Source: an optimization exercise on an open RTL-to-GDS flow (aim: small area, a short achievable clock period and few clock cycles). Production flows keep margins and buffers that such runs may drop.
At most, simulation tests tie the RTL to the original design; equivalence was not proved.
Power figures rest on the tool's default switching activity, not on a simulated workload.

## run Y
==> flow/design.v <==
function automatic [3:0] board_index(input [1:0] dir, input integer k, input integer i);
	integer r;
	integer c;
	integer idx;
	begin
		case (dir)
			2'd0: begin
				r = k;
				c = i;
			end
			2'd1: begin
				r = k;
				c = 4 - 1 - i;
			end
			2'd2: begin
				r = i;
				c = k;
			end
			default: begin  
				r = 4 - 1 - i;
				c = k;
			end
		endcase
		idx = r * 4 + c;
		board_index = idx[3:0];
	end
endfunction
module line_merge (input [15:0] line_in, output logic [15:0] line_out, output logic changed);
	logic [3:0] a0,a1,a2,a3,p0,p1,p2,p3;
	logic z0,z1,z2,z3;
	logic e01,e12,e23,m0,m1,m2;
	logic [3:0] t0,t1,t2,t3;   
	logic w0,w1,w2;            
	function automatic [3:0] inc(input [3:0] x);
		inc = {x[3]^(x[2]&x[1]&x[0]), x[2]^(x[1]&x[0]), x[1]^x[0], ~x[0]};
	endfunction
	always_comb begin
		{a3,a2,a1,a0} = line_in;
		z0 = a0==0; z1 = a1==0; z2 = a2==0; z3 = a3==0;
		p0 = !z0 ? a0 : !z1 ? a1 : !z2 ? a2 : a3;
		case ({z0,z1})
			2'b00: p1 = a1;
			2'b01, 2'b10: p1 = !z2 ? a2 : a3;
			default: p1 = a3;  
		endcase
		if ({z0,z1} == 2'b11) p1 = (!z2) ? a3 : 4'd0;
		p2 = (!z0 && !z1 && !z2) ? a2 : ((z0 + z1 + z2) == 1 ? a3 : 4'd0);
		if ((z0 + z1 + z2) == 1 && z3) p2 = 0;
		p3 = (!z0 && !z1 && !z2) ? a3 : 4'd0;
		if (!(!z0 && !z1 && !z2 && !z3)) p3 = 0;
		e01 = p0 == p1 && p1 != 0;
		e12 = p1 == p2 && p2 != 0;
		e23 = p2 == p3 && p3 != 0;
		m0 = e01;
		m1 = !m0 && e12;
		m2 = !m1 && e23;
		if (m0) begin
			t0 = inc(p0); w0 = p0 == 15;
			t1 = m2 ? inc(p2) : p2; w1 = m2 && p2 == 15;
			t2 = m2 ? 4'd0 : p3; w2 = 0;
			t3 = 0;
		end else if (m1) begin
			t0 = p0; w0 = 0;
			t1 = inc(p1); w1 = p1 == 15;
			t2 = p3; w2 = 0;
			t3 = 0;
		end else begin
			t0 = p0; w0 = 0;
			t1 = p1; w1 = 0;
			t2 = m2 ? inc(p2) : p2; w2 = m2 && p2 == 15;
			t3 = m2 ? 4'd0 : p3;
		end
		line_out = {t3,t2,t1,t0};
		if (w0 && w1) line_out = {8'd0, t3, t2};
		else if (w0) line_out = {4'd0, t3, t2, t1};
		else if (w1) line_out = {4'd0, t3, t2, t0};
		else if (w2) line_out = {4'd0, t3, t1, t0};
		changed = (z0 && (!z1 || !z2 || !z3)) | (z1 && (!z2 || !z3)) | (z2 && !z3) | m0 | m1 | m2;
	end
endmodule
module g2048_top (
	input  logic        clk,
	input  logic        rst_n,
	input  logic        cyc,
	input  logic        stb,
	input  logic        we,
	input  logic [4:0]  adr,
	input  logic [31:0] dat_w,
	output logic [31:0] dat_r,
	output logic        ack
);
function automatic [3:0] board_index(input [1:0] dir, input integer k, input integer i);
	integer r;
	integer c;
	integer idx;
	begin
		case (dir)
			2'd0: begin
				r = k;
				c = i;
			end
			2'd1: begin
				r = k;
				c = 4 - 1 - i;
			end
			2'd2: begin
				r = i;
				c = k;
			end
			default: begin  
				r = 4 - 1 - i;
				c = k;
			end
		endcase
		idx = r * 4 + c;
		board_index = idx[3:0];
	end
endfunction
	logic [63:0] board;       
	logic [3:0]  lfsr;
	logic [1:0]  ph;          
	logic        pend;        
	logic [1:0]  dir;
	logic        chg;         
	logic [3:0]  rdat;
	logic        rst_q;       
	logic        wr_pend;     
	logic [3:0]  wr_adr;      
	logic        busy;
	logic        req;
	logic        wr_move;
	logic [15:0] wr_cell;     
	logic [3:0]  wr_dat;
	logic [31:0] lines;       
	logic [31:0] merged;
	logic [1:0]  changed;
	logic [63:0] shifted;
	logic [3:0]  lfsr_next;
	logic [15:0] put;
	logic [63:0] cur;         
	logic        win;
	logic        lose;
	logic [3:0]  rd_data;
	assign busy    = |ph;
	assign req     = cyc && stb && !ack && !busy && !rst_q;
	assign wr_move = req && we && (adr == 5'd16);
	always_comb begin
		for (int u = 0; u < 2; u++)
			for (int i = 0; i < 4; i++)
				lines[16*u + 4*i +: 4] = board[4*board_index(dir, u, i) +: 4];
	end
	for (genvar g = 0; g < 2; g++) begin : g_line
		line_merge u_merge (
			.line_in  (lines[16*g +: 16]),
			.line_out (merged[16*g +: 16]),
			.changed  (changed[g])
		);
	end
	always_comb begin
		for (int r = 0; r < 4; r++)
			for (int c = 0; c < 4; c++)
				if (!dir[1]) begin
					if (r < 2)
						shifted[4*(4*r + c) +: 4] = board[4*(4*(r + 2) + c) +: 4];
					else if (dir[0])
						shifted[4*(4*r + c) +: 4] = merged[16*(r - 2) + 4*(3 - c) +: 4];
					else
						shifted[4*(4*r + c) +: 4] = merged[16*(r - 2) + 4*c +: 4];
				end else begin
					if (c < 2)
						shifted[4*(4*r + c) +: 4] = board[4*(4*r + c + 2) +: 4];
					else if (dir[0])
						shifted[4*(4*r + c) +: 4] = merged[16*(c - 2) + 4*(3 - r) +: 4];
					else
						shifted[4*(4*r + c) +: 4] = merged[16*(c - 2) + 4*r +: 4];
				end
	end
	assign lfsr_next = {lfsr[2:0], lfsr[3] ^ lfsr[2]};
	always_comb begin
		logic [15:0] empty;
		logic [15:0] upper;
		logic [15:0] pu;
		logic [15:0] pe;
		logic        any_upper;
		for (int j = 0; j < 16; j++) begin
			empty[j] = (board[4*j +: 4] == 4'd0);
			upper[j] = empty[j] && (j >= lfsr_next);
		end
		pu[0] = 1'b0;
		pe[0] = 1'b0;
		for (int j = 1; j < 16; j++) begin
			pu[j] = pu[j-1] | upper[j-1];
			pe[j] = pe[j-1] | empty[j-1];
		end
		any_upper = pu[15] | upper[15];
		for (int j = 0; j < 16; j++)
			put[j] = pend && chg && (any_upper ? (upper[j] && !pu[j]) : (empty[j] && !pe[j]));
		cur = board;
		for (int j = 0; j < 16; j++)
			cur[4*j] = board[4*j] | put[j];
	end
	always_comb begin
		logic full;
		logic pair;
		win  = 1'b0;
		full = 1'b1;
		pair = 1'b0;
		for (int q = 0; q < 16; q++) begin
			if (cur[4*q +: 4] == 4'd0) full = 1'b0;
			if (cur[4*q +: 4] == 11) win = 1'b1;
		end
		for (int r = 0; r < 4; r++)
			for (int c = 0; c < 3; c++)
				if (cur[4*(4*r + c) +: 4] == cur[4*(4*r + c + 1) +: 4]) pair = 1'b1;
		for (int r = 0; r < 3; r++)
			for (int c = 0; c < 4; c++)
				if (cur[4*(4*r + c) +: 4] == cur[4*(4*r + c + 4) +: 4]) pair = 1'b1;
		lose = full && !pair;
	end
	always_comb begin
		logic [3:0] rowv [4];
		logic [3:0] cellv;
		logic [3:0] stv;
		for (int r = 0; r < 4; r++)
			rowv[r] = adr[1] ? (adr[0] ? cur[4*(4*r + 3) +: 4] : cur[4*(4*r + 2) +: 4])
			                 : (adr[0] ? cur[4*(4*r + 1) +: 4] : cur[4*(4*r) +: 4]);
		cellv   = adr[3] ? (adr[2] ? rowv[3] : rowv[2]) : (adr[2] ? rowv[1] : rowv[0]);
		stv     = (adr[3:0] == 5'd17 - 5'd16) ? {1'b0, lose, win, busy} : 4'd0;
		rd_data = adr[4] ? stv : cellv;
	end
	always_comb begin
		for (int j = 0; j < 16; j++)
			wr_cell[j] = rst_q || (wr_pend && (wr_adr == j));
		wr_dat = rst_q ? 4'd0 : dat_w[3:0];
	end
	always_ff @(posedge clk) begin
		for (int j = 0; j < 16; j++)
			if (wr_cell[j])
				board[4*j +: 4] <= wr_dat;
			else if (busy)
				board[4*j +: 4] <= shifted[4*j +: 4];
			else
				board[4*j +: 4] <= cur[4*j +: 4];
	end
	always_ff @(posedge clk) begin
		if (!rst_n)
			ack <= 1'b0;
		else
			ack <= req;
		rst_q   <= !rst_n;
		wr_pend <= rst_n && req && we && !adr[4];
		wr_adr  <= adr[3:0];
	end
	always_ff @(posedge clk) begin
		if (rst_q) begin
			ph   <= 2'd0;
			pend <= 1'b0;
			lfsr <= 4'b1001;
		end else begin
			ph   <= {ph[0], wr_move};
			pend <= ph[1];
			if (pend && chg)
				lfsr <= lfsr_next;
		end
	end
	always_ff @(posedge clk) begin
		if (!busy)
			dir <= dat_w[1:0];
		chg  <= busy && ((!ph[0] && chg) || (|changed));
		rdat <= rd_data;
	end
	assign dat_r = {28'd0, rdat};
endmodule
Settings: LEC_CHECK=0, CAP_MARGIN=20, CORE_MARGIN=2, CORE_UTILIZATION=40, CTS_BUF_LIST=sky130_fd_sc_hd__clkbuf_4 sky130_fd_sc_hd__clkbuf_8, SLEW_MARGIN=20; clock period 30.0 ns.
standard.sh (not shown) runs the stock make flow with config.mk's settings and CLKGATE_MAP_FILE= SYNTH_SCRIPT=/design/flow/synth_recipe.tcl, a recipe that flattens the netlist after the stock synthesis.
==> flow/flow/run.sh <==
#!/bin/bash
# Layout flow: the standard ORFS flow, with synthesis changed only in its
# technology mapping: no adder extraction (ADDER_MAP_FILE empty) and an
# area-oriented ABC script for the combinational logic, then ABC gate sizing. Registers, their
# names and cell types are as the standard synthesis makes them. The port
# buffers are buf_4 instead of the flow's pick. One tie cell drives all the
# constant outputs.
set -euo pipefail
HERE=$(pwd)
FLOW_DIR=$HERE/flow

# The read mux (from the address inputs to the read data register) is mapped
# on its own for depth first, as the address arrives late in the cycle; the
# rest of the logic is mapped for area.
cat > $HERE/own_synth.tcl <<'TCL'
proc abc {args} {
  set i [lsearch -exact $args -script]
  set stop ":-sky130_fd_sc_hd__dfxtp_1:-sky130_fd_sc_hd__edfxtp_1"
  yosys select -set rdmux i:adr %co*$stop c:rdat* %ci1 %ci*$stop %i {t:$_*} %i
  yosys tee -q -o $::env(OWN_FLOW_DIR)/../rdmux_cells.txt select -list @rdmux
  set fast $args
  lset fast [expr { $i + 1 }] $::env(OWN_FLOW_DIR)/abc_fast.script
  yosys abc {*}$fast @rdmux
  lset args [expr { $i + 1 }] $::env(OWN_FLOW_DIR)/abc_area.script
  yosys abc {*}$args
}
TCL
echo "source $HERE/synth_recipe.tcl" >> $HERE/own_synth.tcl
export OWN_FLOW_DIR=$FLOW_DIR

sed -e "s#SYNTH_SCRIPT=[^ ]*#SYNTH_SCRIPT=$HERE/own_synth.tcl ADDER_MAP_FILE= SKIP_REPAIR_TIE_FANOUT=1 SYNTH_INSBUF=0 BUFFER_PORTS_ARGS='-buffer_cell sky130_fd_sc_hd__buf_4'#" standard.sh > $HERE/own_standard.sh
grep -q "own_synth.tcl" $HERE/own_standard.sh

bash $HERE/own_standard.sh finish > $HERE/make_finish.log 2>&1
==> flow/flow/abc_area.script <==
strash
&get -n
&fraig -x
&put
scorr
dc2
dretime
strash
&get -n
&dch -f
&nf -R 1000
&put
topo
stime -c
upsize -c
dnsize -c
==> flow/flow/abc_fast.script <==
strash
&get -n
&fraig -x
&put
scorr
dc2
strash
&get -n
&dch -f
&if -g -K 6
&synch2
&nf
&put
Inputs modified between run Y and run H:
-- flow/design.v --
<<< run Y, line 119
	logic [63:0] board;       
	logic [3:0]  lfsr;
	logic [1:0]  ph;          
	logic        pend;        
	logic [1:0]  dir;
>>> run H, line 119
	logic [63:0] board;       
	logic [3:0]  lfsr;
	logic [3:0]  ph;          
	logic        pend;        
	logic [1:0]  dir;
<<< run Y, line 132
	logic [15:0] wr_cell;     
	logic [3:0]  wr_dat;
	logic [31:0] lines;       
	logic [31:0] merged;
	logic [1:0]  changed;
	logic [63:0] shifted;
	logic [3:0]  lfsr_next;
>>> run H, line 132
	logic [15:0] wr_cell;     
	logic [3:0]  wr_dat;
	logic [15:0] line;        
	logic [15:0] merged;
	logic        changed;
	logic [63:0] shifted;
	logic [3:0]  lfsr_next;
<<< run Y, line 146
	assign wr_move = req && we && (adr == 5'd16);
	always_comb begin
		for (int u = 0; u < 2; u++)
			for (int i = 0; i < 4; i++)
				lines[16*u + 4*i +: 4] = board[4*board_index(dir, u, i) +: 4];
	end
	for (genvar g = 0; g < 2; g++) begin : g_line
		line_merge u_merge (
			.line_in  (lines[16*g +: 16]),
			.line_out (merged[16*g +: 16]),
			.changed  (changed[g])
		);
	end
	always_comb begin
		for (int r = 0; r < 4; r++)
			for (int c = 0; c < 4; c++)
				if (!dir[1]) begin
					if (r < 2)
						shifted[4*(4*r + c) +: 4] = board[4*(4*(r + 2) + c) +: 4];
					else if (dir[0])
						shifted[4*(4*r + c) +: 4] = merged[16*(r - 2) + 4*(3 - c) +: 4];
					else
						shifted[4*(4*r + c) +: 4] = merged[16*(r - 2) + 4*c +: 4];
				end else begin
					if (c < 2)
						shifted[4*(4*r + c) +: 4] = board[4*(4*r + c + 2) +: 4];
					else if (dir[0])
						shifted[4*(4*r + c) +: 4] = merged[16*(c - 2) + 4*(3 - r) +: 4];
					else
						shifted[4*(4*r + c) +: 4] = merged[16*(c - 2) + 4*r +: 4];
				end
	end
>>> run H, line 146
	assign wr_move = req && we && (adr == 5'd16);
	always_comb begin
		for (int i = 0; i < 4; i++)
			line[4*i +: 4] = board[4*board_index(dir, 0, i) +: 4];
	end
	line_merge u_merge (
		.line_in  (line),
		.line_out (merged),
		.changed  (changed)
	);
	always_comb begin
		for (int r = 0; r < 4; r++)
			for (int c = 0; c < 4; c++)
				if (!dir[1]) begin
					if (r < 3)
						shifted[4*(4*r + c) +: 4] = board[4*(4*(r + 1) + c) +: 4];
					else if (dir[0])
						shifted[4*(4*r + c) +: 4] = merged[4*(3 - c) +: 4];
					else
						shifted[4*(4*r + c) +: 4] = merged[4*c +: 4];
				end else begin
					if (c < 3)
						shifted[4*(4*r + c) +: 4] = board[4*(4*r + c + 1) +: 4];
					else if (dir[0])
						shifted[4*(4*r + c) +: 4] = merged[4*(3 - r) +: 4];
					else
						shifted[4*(4*r + c) +: 4] = merged[4*r +: 4];
				end
	end
<<< run Y, line 254
	always_ff @(posedge clk) begin
		if (rst_q) begin
			ph   <= 2'd0;
			pend <= 1'b0;
			lfsr <= 4'b1001;
		end else begin
			ph   <= {ph[0], wr_move};
			pend <= ph[1];
			if (pend && chg)
				lfsr <= lfsr_next;
>>> run H, line 251
	always_ff @(posedge clk) begin
		if (rst_q) begin
			ph   <= 4'd0;
			pend <= 1'b0;
			lfsr <= 4'b1001;
		end else begin
			ph   <= {ph[2:0], wr_move};
			pend <= ph[3];
			if (pend && chg)
				lfsr <= lfsr_next;
<<< run Y, line 267
		if (!busy)
			dir <= dat_w[1:0];
		chg  <= busy && ((!ph[0] && chg) || (|changed));
		rdat <= rd_data;
	end
>>> run H, line 264
		if (!busy)
			dir <= dat_w[1:0];
		chg  <= busy && ((!ph[0] && chg) || changed);
		rdat <= rd_data;
	end
--- outcome ---
- Changes observed in run H relative to run Y: share of post-route cells with drive strength above 1 +1.6 points; leakage power fell 13%; internal cell power went down 14%; total routing usage reported by global routing now sits lower.
- Run H vs run Y — number of iterations in the first detailed-routing pass dropped 1.
- Sum of routed wire length over all layers of run H falls short of that of run Y by more than 10%.
- Run H against run Y: largest net degree at the start of global routing went down 32%; count of flip-flops and latches went up 2.4%; number of fill cells went down about 12%; via count went down 1818.
- Result: PASS for each of run H and run Y
Testbench counts of run H, summed over its fixed seeds: cycles 70,728.
The RTL of run Y was laid out without a check of its function.

## re-timing with driven ports
No port has a modelled driver above. Below, the same layouts with a new extraction and two added sets of constraints.
Step 1 (the two cells are an assumption about what drives the block):
set clk [get_ports {clk}]
set_driving_cell -lib_cell sky130_fd_sc_hd__clkbuf_16 $clk
set_driving_cell -lib_cell sky130_fd_sc_hd__buf_2 [delete_from_list [all_inputs] $clk]
Step 2 adds t to the input delays and takes it off the output delays; t is the mean of the earliest and latest rising clock arrival at the registers after step 1. Input paths then give back, and output paths get back, about the clock's delay inside the block.
Three values: ideal ports, drivers, drivers and shift; two values: the first two.
| run | shift t [ns] | setup slack, ns | clock arrival spread, ns |
|---|---|---|---|
| run Y | 0.430 | 22.782 / 22.789 / 22.359 | 0.016 / 0.016 |
| run H | 0.433 | 22.849 / 22.861 / 22.427 | 0.025 / 0.025 |
After both steps setup and hold are still met in every run listed. For run Y, which loses most, drivers alone change the setup slack by +0.007 ns; drivers and shift together by -0.423 ns.
